From an optimization exercise on the open Yosys and OpenROAD flow, aimed at small area; shortcuts taken in it are not production practice. The RTL was checked by simulation tests, not by an equivalence proof against the original design. No activity file was given, so power comes from the tool's default toggle rates.

$ cat flow/config.mk
export PLATFORM = sky130hd
export DESIGN_NAME = fpss_top
export DESIGN_NICKNAME = fpss_top
export VERILOG_FILES = /design/flow/design.v
export SDC_FILE = /design/flow/constraint.sdc
export NUM_CORES = 4
export LEC_CHECK = 0
export CAP_MARGIN = 20
export CELL_PAD_IN_SITES_DETAIL_PLACEMENT = 1
export CELL_PAD_IN_SITES_GLOBAL_PLACEMENT = 1
export CORE_MARGIN = 2
export CORE_UTILIZATION = 45
export CTS_CLUSTER_DIAMETER = 50
export CTS_CLUSTER_SIZE = 20
export SLEW_MARGIN = 20
export SYNTH_HIERARCHICAL = 1
$ cat flow/constraint.sdc
create_clock -name core_clock -period 8.0 [get_ports {clk_i}]
set_input_delay 1.6000 -clock core_clock [delete_from_list [all_inputs] [get_ports {clk_i}]]
set_output_delay 1.6000 -clock core_clock [all_outputs]
set_load 0.01 [all_outputs]
$ cat flow/design.v
package fpss_pkg;
    localparam int XLEN       = 32;
    localparam int NAME_W     = 5;
    localparam int PADDR_W    = 6;
    localparam int OFFS_W     = 3;
    localparam int NUM_OFFS   = 4;
    localparam int ID_W       = 5;
    localparam int CFG_ADDR_W = 4;
    localparam logic [XLEN-1:0] CANON_NAN = 32'h7FC0_0000;
endpackage
`timescale 1ns/1ps
module fpss_aoi222 (
    input  logic a0, b0, a1, b1, a2, b2,
    output logic y
);
    assign y = ~((a0 & b0) | (a1 & b1) | (a2 & b2));
endmodule
module fpss_nand2 (
    input  logic a, b,
    output logic y
);
    assign y = ~(a & b);
endmodule
module fpss_nand3 (
    input  logic a, b, c,
    output logic y
);
    assign y = ~(a & b & c);
endmodule
module fpss_nand4 (
    input  logic a, b, c, d,
    output logic y
);
    assign y = ~(a & b & c & d);
endmodule
module fpss_nor2 (
    input  logic a, b,
    output logic y
);
    assign y = ~(a | b);
endmodule
module fpss_rd64 (
    input  logic [63:0] sel,
    input  logic [63:0] d,
    output logic        y
);
    logic [21:0] g;
    logic [5:0]  h;
    logic [2:0]  k;
    for (genvar i = 0; i < 21; i++) begin : g_aoi
        fpss_aoi222 u_aoi (
            .a0 (sel[3*i]),   .b0 (d[3*i]),
            .a1 (sel[3*i+1]), .b1 (d[3*i+1]),
            .a2 (sel[3*i+2]), .b2 (d[3*i+2]),
            .y  (g[i])
        );
    end
    fpss_nand2 u_last (.a(sel[63]), .b(d[63]), .y(g[21]));
    for (genvar i = 0; i < 5; i++) begin : g_or4
        fpss_nand4 u_or (.a(g[4*i]), .b(g[4*i+1]), .c(g[4*i+2]), .d(g[4*i+3]), .y(h[i]));
    end
    fpss_nand2 u_or5 (.a(g[20]), .b(g[21]), .y(h[5]));
    for (genvar i = 0; i < 3; i++) begin : g_nor
        fpss_nor2 u_nor (.a(h[2*i]), .b(h[2*i+1]), .y(k[i]));
    end
    fpss_nand3 u_out (.a(k[0]), .b(k[1]), .c(k[2]), .y(y));
endmodule
module fpss_wr4 (
    input  logic [3:0] land,
    input  logic [3:0] d,
    input  logic       hold,
    input  logic       q,
    output logic       y
);
    assign y = (hold & q) | (land[0] & d[0]) | (land[1] & d[1])
             | (land[2] & d[2]) | (land[3] & d[3]);
endmodule
`timescale 1ns/1ps
import fpss_pkg::*;
module fpss_top (
    input  logic                             clk_i,
    input  logic                             rst_n_i,
    input  logic [31:0]                      acc_req_instr_i,
    input  logic [fpss_pkg::ID_W-1:0]        acc_req_id_i,
    input  logic [fpss_pkg::XLEN-1:0]        acc_req_arg_i,
    input  logic                             acc_req_valid_i,
    output logic                             acc_req_ready_o,
    output logic [fpss_pkg::ID_W-1:0]        acc_rsp_id_o,
    output logic [fpss_pkg::XLEN-1:0]        acc_rsp_data_o,
    output logic                             acc_rsp_error_o,
    output logic                             acc_rsp_valid_o,
    input  logic                             acc_rsp_ready_i,
    input  logic [fpss_pkg::CFG_ADDR_W-1:0]  paddr_i,
    input  logic                             psel_i,
    input  logic                             penable_i,
    input  logic                             pwrite_i,
    input  logic [31:0]                      pwdata_i,
    output logic [31:0]                      prdata_o,
    output logic                             pready_o,
    output logic                             pslverr_o
);
    logic [NUM_OFFS-1:0][OFFS_W-1:0] offs;
    logic                            addr_ok;
    assign addr_ok   = (paddr_i[1:0] == 2'b00);
    assign pready_o  = psel_i & penable_i;
    assign pslverr_o = pready_o & pwrite_i & ~addr_ok;
    always_ff @(posedge clk_i) begin
        if (!rst_n_i) begin
            for (int k = 0; k < NUM_OFFS; k++) offs[k] <= OFFS_W'(k);
        end else if (pready_o & pwrite_i & addr_ok) begin
            offs[paddr_i[3:2]] <= pwdata_i[OFFS_W-1:0];
        end
    end
    always_comb begin
        prdata_o = '0;
        if (addr_ok) prdata_o[OFFS_W-1:0] = offs[paddr_i[3:2]];
    end
    logic [3:0]         op;
    logic [PADDR_W-1:0] rd_a, rs1_a, rs2_a;
    logic               legal;
    logic               writes;
    logic [2:0]         test_en;    
    assign op    = acc_req_instr_i[31:28];
    assign rd_a  = {offs[acc_req_instr_i[27:26]], acc_req_instr_i[25:23]};
    assign rs1_a = {offs[acc_req_instr_i[22:21]], acc_req_instr_i[20:18]};
    assign rs2_a = {offs[acc_req_instr_i[17:16]], acc_req_instr_i[15:13]};
    always_comb begin
        legal   = 1'b1;
        test_en = 3'b000;
        case (op)
            4'd1, 4'd2, 4'd3: test_en = 3'b111;
            4'd4:             test_en = 3'b100;
            4'd5:             test_en = 3'b001;
            default:          legal   = 1'b0;
        endcase
    end
    assign writes = test_en[2];
    logic                    run_q;
    logic [2:0]              s_v;
    logic [2:0]              s_wr;
    logic [2:0]              s_err;
    logic [2:0][PADDR_W-1:0] s_rd;
    logic [2:0][ID_W-1:0]    s_id;
    logic [2:0][XLEN-1:0]    s_res;
    logic                    advance;
    logic                    collision;
    logic                    accept;
    logic [XLEN-1:0]         res;
    always_comb begin
        collision = 1'b0;
        for (int k = 0; k < 3; k++) begin
            if (s_v[k] & s_wr[k]) begin
                if (test_en[0] && s_rd[k] == rs1_a) collision = 1'b1;
                if (test_en[1] && s_rd[k] == rs2_a) collision = 1'b1;
                if (test_en[2] && s_rd[k] == rd_a)  collision = 1'b1;
            end
        end
    end
    assign advance         = ~s_v[2] | acc_rsp_ready_i;
    assign acc_req_ready_o = run_q & advance & ~collision;
    assign accept          = acc_req_valid_i & acc_req_ready_o;
    always_ff @(posedge clk_i) begin
        if (!rst_n_i) begin
            run_q <= 1'b0;
            s_v   <= '0;
        end else begin
            run_q <= 1'b1;
            if (advance) s_v <= {s_v[1:0], accept};
        end
    end
    always_ff @(posedge clk_i) begin
        if (advance) begin
            s_wr  <= {s_wr[1:0], writes};
            s_err <= {s_err[1:0], ~legal};
            s_rd  <= {s_rd[1:0], rd_a};
            s_id  <= {s_id[1:0], acc_req_id_i};
            s_res <= {s_res[1:0], res};
        end
    end
    localparam int NR = 16;
    localparam int W  = XLEN + 1;
    logic [1:0]                rot;
    logic [NR-1:0][3:0][W-1:0] ring;
    always_ff @(posedge clk_i) begin
        if (!rst_n_i) rot <= 2'd0;
        else          rot <= rot + 2'd1;
    end
    logic [1:0]            a_pos, b_pos;
    logic [NR*4-1:0]       a_sel, b_sel;
    logic [W-1:0][NR*4-1:0] col;       
    logic [W-1:0]          a_raw;
    logic [1:0]            b_raw;
    logic [XLEN-1:0]       a_val;
    logic                  a_boxed, b_sign;
    assign a_pos = rs1_a[1:0] + rot;
    assign b_pos = rs2_a[1:0] + rot;
    for (genvar r = 0; r < NR; r++) begin : g_sel
        for (genvar p = 0; p < 4; p++) begin : g_pos
            assign a_sel[4*r+p] = (rs1_a[5:2] == 4'(r)) & (a_pos == 2'(p));
            assign b_sel[4*r+p] = (rs2_a[5:2] == 4'(r)) & (b_pos == 2'(p));
            for (genvar i = 0; i < W; i++) begin : g_bit
                assign col[i][4*r+p] = ring[r][p][i];
            end
        end
    end
    for (genvar i = 0; i < W; i++) begin : g_rda
        fpss_rd64 u_rd (.sel(a_sel), .d(col[i]), .y(a_raw[i]));
    end
    for (genvar i = 0; i < 2; i++) begin : g_rdb
        fpss_rd64 u_rd (.sel(b_sel), .d(col[XLEN-1+i]), .y(b_raw[i]));
    end
    assign a_boxed = a_raw[XLEN];
    assign a_val   = a_boxed ? a_raw[XLEN-1:0] : CANON_NAN;
    assign b_sign  = b_raw[1] & b_raw[0];
    always_comb begin
        case (op)
            4'd1:    res = {b_sign, a_val[30:0]};
            4'd2:    res = {~b_sign, a_val[30:0]};
            4'd3:    res = {a_val[31] ^ b_sign, a_val[30:0]};
            4'd4:    res = acc_req_arg_i;
            4'd5:    res = a_val;
            default: res = '0;
        endcase
    end
    logic [3:0]               src_v;
    logic [3:0][PADDR_W-1:0]  src_a;
    logic [3:0][XLEN-1:0]     src_d;
    logic [3:0]               src_land;
    logic [NR-1:0][3:0]       land;
    logic [NR-1:0]            hold;
    logic [NR-1:0][XLEN-1:0]  ring_d0;
    assign src_v = {s_v[2] & s_wr[2], s_v[1] & s_wr[1], s_v[0] & s_wr[0], accept & writes};
    assign src_a = {s_rd[2], s_rd[1], s_rd[0], rd_a};
    assign src_d = {s_res[2], s_res[1], s_res[0], res};
    for (genvar g = 0; g < 4; g++) begin : g_src
        assign src_land[g] = src_v[g] & (src_a[g][1:0] + rot == 2'd3);
    end
    for (genvar r = 0; r < NR; r++) begin : g_ring
        for (genvar g = 0; g < 4; g++) begin : g_land
            assign land[r][g] = src_land[g] & (src_a[g][5:2] == 4'(r));
        end
        assign hold[r] = ~|land[r];
        for (genvar i = 0; i < XLEN; i++) begin : g_wr
            fpss_wr4 u_wr (
                .land (land[r]),
                .d    ({src_d[3][i], src_d[2][i], src_d[1][i], src_d[0][i]}),
                .hold (hold[r]),
                .q    (ring[r][3][i]),
                .y    (ring_d0[r][i])
            );
        end
        always_ff @(posedge clk_i) begin
            ring[r][3][XLEN-1:0] <= ring[r][2][XLEN-1:0];
            ring[r][2][XLEN-1:0] <= ring[r][1][XLEN-1:0];
            ring[r][1][XLEN-1:0] <= ring[r][0][XLEN-1:0];
            ring[r][0][XLEN-1:0] <= ring_d0[r];
        end
        always_ff @(posedge clk_i) begin
            if (!rst_n_i) begin
                ring[r][3][XLEN] <= 1'b0;
                ring[r][2][XLEN] <= 1'b0;
                ring[r][1][XLEN] <= 1'b0;
                ring[r][0][XLEN] <= 1'b0;
            end else begin
                ring[r][3][XLEN] <= ring[r][2][XLEN];
                ring[r][2][XLEN] <= ring[r][1][XLEN];
                ring[r][1][XLEN] <= ring[r][0][XLEN];
                ring[r][0][XLEN] <= ring[r][3][XLEN] | ~hold[r];
            end
        end
    end
    assign acc_rsp_valid_o = s_v[2];
    assign acc_rsp_id_o    = s_id[2];
    assign acc_rsp_error_o = s_err[2];
    assign acc_rsp_data_o  = s_res[2];
endmodule
$ cat flow/run.sh
#!/bin/bash
# synth_recipe.tcl (not shown) runs the flow's synth.tcl, then flattens the netlist and writes it again
# the make line also repeats each setting of config.mk as NAME=value (left out here)
make -C /OpenROAD-flow-scripts/flow DESIGN_CONFIG=/design/flow/config.mk WORK_HOME=/design/flow/orfs CLKGATE_MAP_FILE= SYNTH_SCRIPT=/design/flow/synth_recipe.tcl finish
==> impl_results.md, run 1 <==
* Status: timing/DRC/antenna clean
* Post-Place Setup Slack at 1.259 ns
* Hold Fails Final Rpt at 0
* Combinational power share at 2.7%
* Top_reg_cell synth: dfxtp_1
* Port Buffers at 114
* Yosys warnings at 7
* Max-slew headroom at 23.54%
* Net switching power at 5.479 mW
* Worst hold stages at 0
* Final worst slack at 1.812 ns
* Cells after synthesis at 5,699
* Post-synthesis to final-layout area growth at 16.72%
* Reg2reg setup slack at 2.73 ns
* Clock Path Buffers at 3
* H-tree Lvls at 4
* Max-slew violation count at 0
* Die X at 402.8 um
* First-pass GRT wire length at 492,400 um
* Routed WL per cell at 43.41 um
* GR Util All Layers at 43.06%
* Cell internal pwr at 16.60 mW
* Post-route ant nets at 0
* Fill cell count at 15,812
* Startpoint Class: primary input
* Worst Path Class, Setup: primary input to flip-flop
* Post-CTS sizing at 0
* Worst Tran Pin Value at 1.144 ns
* I/O pins at 186
* Multi-input logic area at 0.02517 mm^2
* Sw Share at 24.82%
* DR DRC count at 0
* Power Dens Cells at 264.4 mW/mm^2
* Cts hold-fix bufs at 0
* Routed wire length at 362,300 um
* Total congestion overflow at 0
* Vias in the first global route at 62,430
* Yosys cell types at 56
* Clock Latency Late Sink at 0.85 ns
* Worst VDD drop at 0.1849 mV
* Worst EP required at 8.70 ns
* Final min period at 6.188 ns
* Peak Freq at 161.6 MHz
* Layout Utilization at 52.79%
* Reg2reg path depth at 15
* Leakage power at 31.56 nW
* Die footprint at 0.1622 mm^2
* Flop and latch count out of synthesis at 2,265
* CTS clk-pin slew, worst paths at 0.08 ns
* Register area at 0.04669 mm^2
* Hold Startpoint: ring[187]
* GPL Wtd Cong at 0.8499
* Post-synth EDFFs at 135
* Post-Synthesis Cell Area at 0.07155 mm^2
* Critical path endpoint category: flip-flop
* Max Cap Viol at 0
* Via density at 7.641
* Setup violators final at 0
* Share of total power in sequential cells at 53.1%
* Core Area at 0.1582 mm^2
* DP HPWL at 188,200 um
* Period utilisation layout at 77.35%
* RSZ-0062 raised after global routing: no
* Post-Layout Cell Count at 8,346
* Largest net degree at the start of global routing at 86
* Postcts setup bufs at 0
* Cts bufs inserted at 187
* Initial antenna violation count at 21
* Row count at 146
* Final setup TNS at 0 ns
* Initial Util at 45.23%
* RR Startpoint: rot[0]
* Clock share of power at 44.2%
* Chip height at 402.8 um
* Worst-path fanout max at 22
* CTS root buf: clkbuf_16
* Avg Inst Size Synth at 12.56 um^2
* Clock sinks at 2,265
* Reg2reg end: ring[807]
* Post-synthesis async set-or-reset flop share at 0%
* Routed vias at 63,775
* Worst Hold End: ring[220]
* Nets at 6,217
* Layout cell share with drive strength beyond 1 at 11.02%
* Clk_skew at 0.04785 ns
* Critical Path AT at 6.89 ns
* CTS tree: yes
* Worst Hold Class: flip-flop to flip-flop
* First-pass DRT Iterations at 13
* Initial DRC Count at 14,351
* Post-synthesis sequential area ratio at 65.26%
* Placed cells at 7,978
[power by group through the flow]
stage / sequential (mW) / combinational [mW] / clock [mW]
after detailed placement: 12.0 / 0.568 / 0
final: 11.7 / 0.593 / 9.76
after floorplan: 11.9 / 0.261 / 0
after CTS: 11.7 / 0.570 / 9.80
after global routing: 11.7 / 0.595 / 10.3
after global placement: 12.0 / 0.564 / 0
[layout make-up]
type | count | share of cell area (%)
clock inverters | 129 | 1.681
clock buffers | 218 | 6.017
inverters | 8 | 0.04195
flip-flops and latches | 2265 | 55.91
multi-input cells | 3331 | 30.13
diodes | 21 | 0.06292
repair buffers | 302 | 3.050
well taps | 2072 | 3.104
[Yosys stat by module (local to each module, per instance), a selection]
module	cell area [um^2]	flip-flops and latches	cells	copies in the design
fpss_nand3	5.005	0	1	35
fpss_nand2	3.754	0	1	70
fpss_nor2	3.754	0	1	105
fpss_top	51380	2265	3043	1
fpss_aoi222	10.01	0	1	735
fpss_wr4	21.27	0	3	512
fpss_nand4	6.256	0	1	175
[synth_stat cells, types with 3 or more instances]
cell      number  area [um^2]
nor4_1        10        62.56
o31a_1        13        113.9
nand2_1      667         2504
ha_1          10        125.1
o21a_1         4        30.03
nand3_1       44        220.2
edfxtp_1     135         4054
xnor3_1        3        67.56
nand4_1      191         1195
and4b_1        3        30.03
nand2b_1      13        81.33
xor2_1        32        280.3
a22o_1        22        192.7
or3_1         16        100.1
and2_1        60        375.4
nor3_1        20        100.1
buf_4         68        510.5
or2_2          4        25.02
a22oi_1      512         3844
a21boi_0       6        45.04
buf_2          4        20.02
clkbuf_1      48        180.2
o21ai_0       16        80.08
inv_1          7        26.28
nor2b_1       14        87.58
mux4_2        12        270.3
xnor2_1       27        236.5
a222oi_1    1247        12480
a21oi_1        3        15.01
o211ai_1       3        22.52
nor2_1       315         1182
and3_1         6        37.54
and3_4         6        67.56
dfxtp_1     2130        42640
[routing by layer]
| layer | wire length [um] | part of all wire (%) | vias up | track usage (%) |
|---|---|---|---|---|
| met5 | 203 | 0.056 | - | 0.9813 |
| met4 | 25470 | 7.0 | 10 | 27.29 |
| met3 | 51010 | 14 | 1210 | 15.30 |
| met2 | 151400 | 42 | 5308 | 62.39 |
| met1 | 134200 | 37 | 32234 | 54.40 |
| li1 | - | - | 25013 | - |
[sequential cells by signal, summed over array words and instances, names as in the netlist]
name,flops
s_id,15
ring,2112
s_v,3
rot,2
s_wr,3
s_err,3
run_q,1
s_res,96
s_rd,18
offs,12
[per-stage QoR]
step                      hold slack (ns)  total power, mW  instance area [um^2]
final                              0.3317            22.08                 83520
after global placement             0.3304            12.54                 77040
after detailed placement           0.3358            12.54                 77040
after floorplan                    0.3298            12.12                 71660
after global routing               0.3289            22.58                 83470
after CTS                          0.3357            22.08                 83460
[cell usage in the layout (no fill, tap or decap), types with 11 or more instances in the layout]
cell type	n
or3_1	16
conb_1	29
edfxtp_1	135
nor2_1	199
nor3_2	12
mux4_2	12
inv_6	29
buf_4	188
clkdlybuf4s50_1	113
nand2_1	667
nand3_1	44
clkinv_4	15
and2_1	60
nand2b_1	11
clkinvlp_4	17
clkinv_8	15
a22oi_1	512
xor2_1	32
xnor2_1	27
dfxtp_1	2130
inv_8	28
a222oi_1	1247
nand4_1	191
nor2_4	116
nor2b_1	14
diode_2	21
clkbuf_16	194
clkbuf_1	16
o31a_1	13
a22o_1	22
[worst max-delay path: stages]
cell             delay (ns)
clkdlybuf4s50_1        0.54
ha_1                   0.27
xor2_1                 0.15
xnor2_1                0.35
nand2b_2               0.89
nor2_4                 0.06
a222oi_1               0.44
nand4_1                0.16
nor2_1                 0.19
nand3_1                0.42
clkinv_1               0.23
nor2_4                 0.05
buf_4                  0.34
a22o_1                 0.71
a22oi_1                0.32
nand2_1                0.08
[worst max-delay path by stage]
stage,start,end,slack (ns),cells past startpoint
floorplan,acc_rsp_ready_i,ring[1848],0.99,8
global placement,acc_req_instr_i[18],ring[1592],1.32,16
detailed placement,acc_req_instr_i[18],ring[933],1.26,16
CTS,acc_req_instr_i[16],acc_req_ready_o,1.85,9
global route,acc_req_instr_i[18],ring[1724],1.71,16
finish,acc_req_instr_i[18],ring[807],1.81,16
[kinds of logic after synthesis]
group,share of synthesized area (%)
flip-flops,65.26
buffers and inverters,1.061
AO/OA/AOI/OAI,23.66
multiplexers,0.3777
other,0.005241
adder cells (fa/ha/maj),0.1749
XOR/XNOR,0.8499
AND/OR/NAND/NOR,8.614
==> inputs of run 2 (changes only) <==
--- a/flow/config.mk
+++ b/flow/config.mk
@@ -10,7 +10,8 @@
 export CELL_PAD_IN_SITES_GLOBAL_PLACEMENT = 1
 export CORE_MARGIN = 2
 export CORE_UTILIZATION = 45
-export CTS_CLUSTER_DIAMETER = 50
-export CTS_CLUSTER_SIZE = 20
+export CTS_BUF_LIST = sky130_fd_sc_hd__clkbuf_8
+export CTS_CLUSTER_DIAMETER = 120
+export CTS_CLUSTER_SIZE = 13
 export SLEW_MARGIN = 20
 export SYNTH_HIERARCHICAL = 1
==> run 2 against run 1 <==
Maximum frequency up 0.92%. Clock power down 37%. Largest power group unchanged. Non-clock buffer count unchanged. Largest cell class unchanged. Still clean on timing, DRC and antenna. Sequential share of layout area up 2.4 points. Die area unchanged. Combinational power about the same. Cell count down 1.1%. Worst setup slack better by 0.056 ns. Synthesized cell count unchanged.
==> impl_results.md, run 2 <==
* Initial Util at 45.23%
* Total congestion overflow at 0
* Clk_skew at 0.04756 ns
* Clock Path Buffers at 3
* Placed inst area at 0.07704 mm^2
* Hold Fails Final Rpt at 0
* Multi-input logic area at 0.02517 mm^2
* CP max stage delay at 0.69 ns
* Die footprint at 0.1622 mm^2
* Post-synthesis to final-layout area growth at 11.92%
* Reg2reg end: s_res[2]
* Critical Path AT at 4.53 ns
* Routed vias at 63,043
* Vias in the first global route at 62,243
* Top cells by count, synth: dfxtp_1, a222oi_1, nand2_1
* Initial antenna violation count at 19
* Routed wire length at 360,900 um
* Worst EP required at 6.40 ns
* RSZ-0062 raised after global routing: no
* Post-synthesis async set-or-reset flop share at 0%
* Top Family by Delay on Critical Path: buffers and inverters
* Power Dens Cells at 230.3 mW/mm^2
* Worst Hold End: ring[1363]
* Post-synth EDFFs at 135
* First-pass DRT Iterations at 14
* Biggest regs: ring: 2112 flops, s_res: 96 flops, s_rd: 18 flops
* Fill cell count at 16,111
* Largest net degree at the start of global routing at 86
* Die X at 402.8 um
* Clock Latency Late Sink at 1.01 ns
* Worst-path fanout max at 7
* Port Buffers at 114
* Max Cap Viol at 0
* Hold Startpoint: ring[1330]
* Post-synthesis sequential area ratio at 65.26%
* Final setup TNS at 0 ns
* Cts hold-fix bufs at 0
* Area leader, netlist: dfxtp_1
* Reg2reg path depth at 13
* Cells after synthesis at 5,699
* Startpoint Class: primary input
* Max reg flops at 2,112
* Worst Tran Pin Value at 1.152 ns
* Buffer and inverter count on the worst path at 2
* Via density at 7.641
* Post-CTS sizing at 0
* Top_reg_cell synth: dfxtp_1
* Critical path endpoint category: output pin
* Clock sinks at 2,265
* Commonest cells after routing, fill and taps aside: dfxtp_1, a222oi_1, nand2_1
* CTS root buf: clkbuf_8
* Worst hold stages at 0
* Yosys cell types at 56
* Placed cells at 7,978
* DP HPWL at 188,200 um
* I/O pins at 186
* Final Hold Slack at 0.3137 ns
* GR Util All Layers at 42.92%
* Post-Layout Cell Count at 8,251
* Most common cell in the netlist: dfxtp_1
* H-tree Lvls at 4
* Post-route ant nets at 0
* Critical-path top delay cell: mux4_2
* Max-slew headroom at 23.23%
* Worst Hold Class: flip-flop to flip-flop
* Worst VDD drop at 0.1772 mV
* First-pass GRT wire length at 490,600 um
* Routed WL per cell at 43.74 um
* Chip height at 402.8 um
* Peak Freq at 163.1 MHz
* CTS tree: yes
* Tot Pwr at 18.44 mW
* Register area at 0.04669 mm^2
* GPL Wtd Cong at 0.8499
* Reg2reg setup slack at 2.71 ns
* Avg Inst Size Synth at 12.56 um^2
* Worst Path Class, Setup: primary input to output pin
* Cts bufs inserted at 192
* Period utilisation layout at 76.65%
* Yosys warnings at 7
* RR Startpoint: rot[0]
* Final min period at 6.132 ns
* Worst path most repeated cell: clkdlybuf4s50_1
* Final instance area at 0.08008 mm^2
* Core Area at 0.1582 mm^2
* Row count at 146
* Initial DRC Count at 14,768
* Most flop-heavy register: ring
* Nets at 6,222
* Synth top area share at 59.60%
* Worst path depth at 9
* Flop and latch count out of synthesis at 2,265
* CP cell instances: clkdlybuf4s50_1 -> mux4_2 -> xnor2_1 -> nand4_1 -> nand3_1 -> a31oi_2 -> nor2b_1 -> nor3_1 -> clkdlybuf4s50_1
* Status: timing/DRC/antenna clean
* Layout cell share with drive strength beyond 1 at 9.159%
* Post-Synthesis Cell Area at 0.07155 mm^2
* DR DRC count at 0
* Postcts setup bufs at 0
* CTS clk-pin slew, worst paths at 0.09 ns
* Leakage power at 30.18 nW
* Setup violators final at 0
* Synth top area cells: dfxtp_1, a222oi_1, edfxtp_1, a22oi_1, nand2_1
* Commonest non-fill, non-tap cell in the layout: dfxtp_1
* Max-slew violation count at 0
run 2: cell count changes in the layout (fill, tap and decap cells not counted), sizes merged:
cell,previous run,this run
diode,21,10
inv,71,66
clkinv,41,3
clkbuf,218,196
bufinv,8,0
clkinvlp,17,6
run 2: cell type report:
cell class / instances / area share, %
Antenna cell: 10 / 0.03125
Clock buffer: 196 / 3.369
Multi-Input combinational cell: 3331 / 31.43
Timing Repair Buffer: 302 / 3.181
Sequential cell: 2265 / 58.31
Tap cell: 2072 / 3.238
Inverter: 8 / 0.04375
Clock inverter: 67 / 0.3984
run 2: logic make-up after synthesis:
kind of cell | share of synthesized area, %
multiplexers | 0.3777
XOR/XNOR | 0.8499
AO/OA/AOI/OAI | 23.66
other | 0.005241
AND/OR/NAND/NOR | 8.614
buffers and inverters | 1.061
flip-flops | 65.26
adder cells (fa/ha/maj) | 0.1749
run 2: how the worst max path moves through the flow:
stage / start / end
after global placement: acc_req_instr_i[18] / ring[1592]
final: acc_req_instr_i[16] / acc_req_ready_o
after CTS: acc_req_instr_i[16] / acc_req_ready_o
after detailed placement: acc_req_instr_i[18] / ring[933]
after floorplan: acc_rsp_ready_i / ring[1848]
after global routing: acc_req_instr_i[16] / acc_req_ready_o
run 2: stage by stage:
stage	setup slack, ns	util (%)
2_1_floorplan	0.9879	-
3_5_place_dp	1.259	48.70
4_1_cts	1.871	50.60
6_report	1.868	50.62
3_3_place_gp	1.315	48.70
5_1_grt	1.747	50.61
run 2: Yosys stat by module, one instance, submodules excluded, excerpt:
| module | area (um^2) | times used | flip-flops and latches | cells inside |
|---|---|---|---|---|
| fpss_top | 51380 | 1 | 2265 | 3043 |
| fpss_wr4 | 21.27 | 512 | 0 | 3 |
| fpss_aoi222 | 10.01 | 735 | 0 | 1 |
| fpss_nor2 | 3.754 | 105 | 0 | 1 |
| fpss_nand2 | 3.754 | 70 | 0 | 1 |
| fpss_nand3 | 5.005 | 35 | 0 | 1 |
| fpss_nand4 | 6.256 | 175 | 0 | 1 |
run 2: metal layers:
layer	vias to the layer above	routed length, um	global-route usage (%)
li1	24819	-	-
met1	32009	135100	54.51
met2	5032	150200	62.17
met3	1175	49750	14.76
met4	8	25650	27.39
met5	-	149	0.5352
run 2: where the power goes:
group | switching, mW | internal, mW | total, mW | leakage [nW]
Combinational | 0.439 | 0.155 | 0.594 | 9.73
Clock | 3.89 | 2.23 | 6.12 | 1.74
Sequential | 0.246 | 11.5 | 11.7 | 18.7
Total | 4.57 | 13.9 | 18.4 | 30.2

## re-timing with driven ports
How much do the figures lean on ideal ports? The routed layouts below were timed once more, with nothing changed but the port constraints. Step 1 sets driving cells, clkbuf_16 on the clock port and buf_2 on the other inputs (assumed; they add their load-dependent delay and slew). Step 2 moves the port delays by t, midway between the first and last clock arrival at a register: inputs arrive t later, outputs are due t later. That takes back most of the time a late clock gives input paths. Slacks: ideal / step 1 / step 2; pairs: ideal / step 1.
run	shift t [ns]	setup WS [ns]	hold WS [ns]	clock arrival spread, ns
run 1	0.920	1.812 / 1.805 / 0.962	0.332 / 0.332 / 0.332	0.049 / 0.048
run 2	1.071	1.868 / 1.841 / 0.969	0.314 / 0.314 / 0.314	0.062 / 0.063
After both steps every run listed still meets setup and hold. For run 2, which loses most, drivers alone change the setup slack by -0.027 ns; drivers and shift together by -0.899 ns.
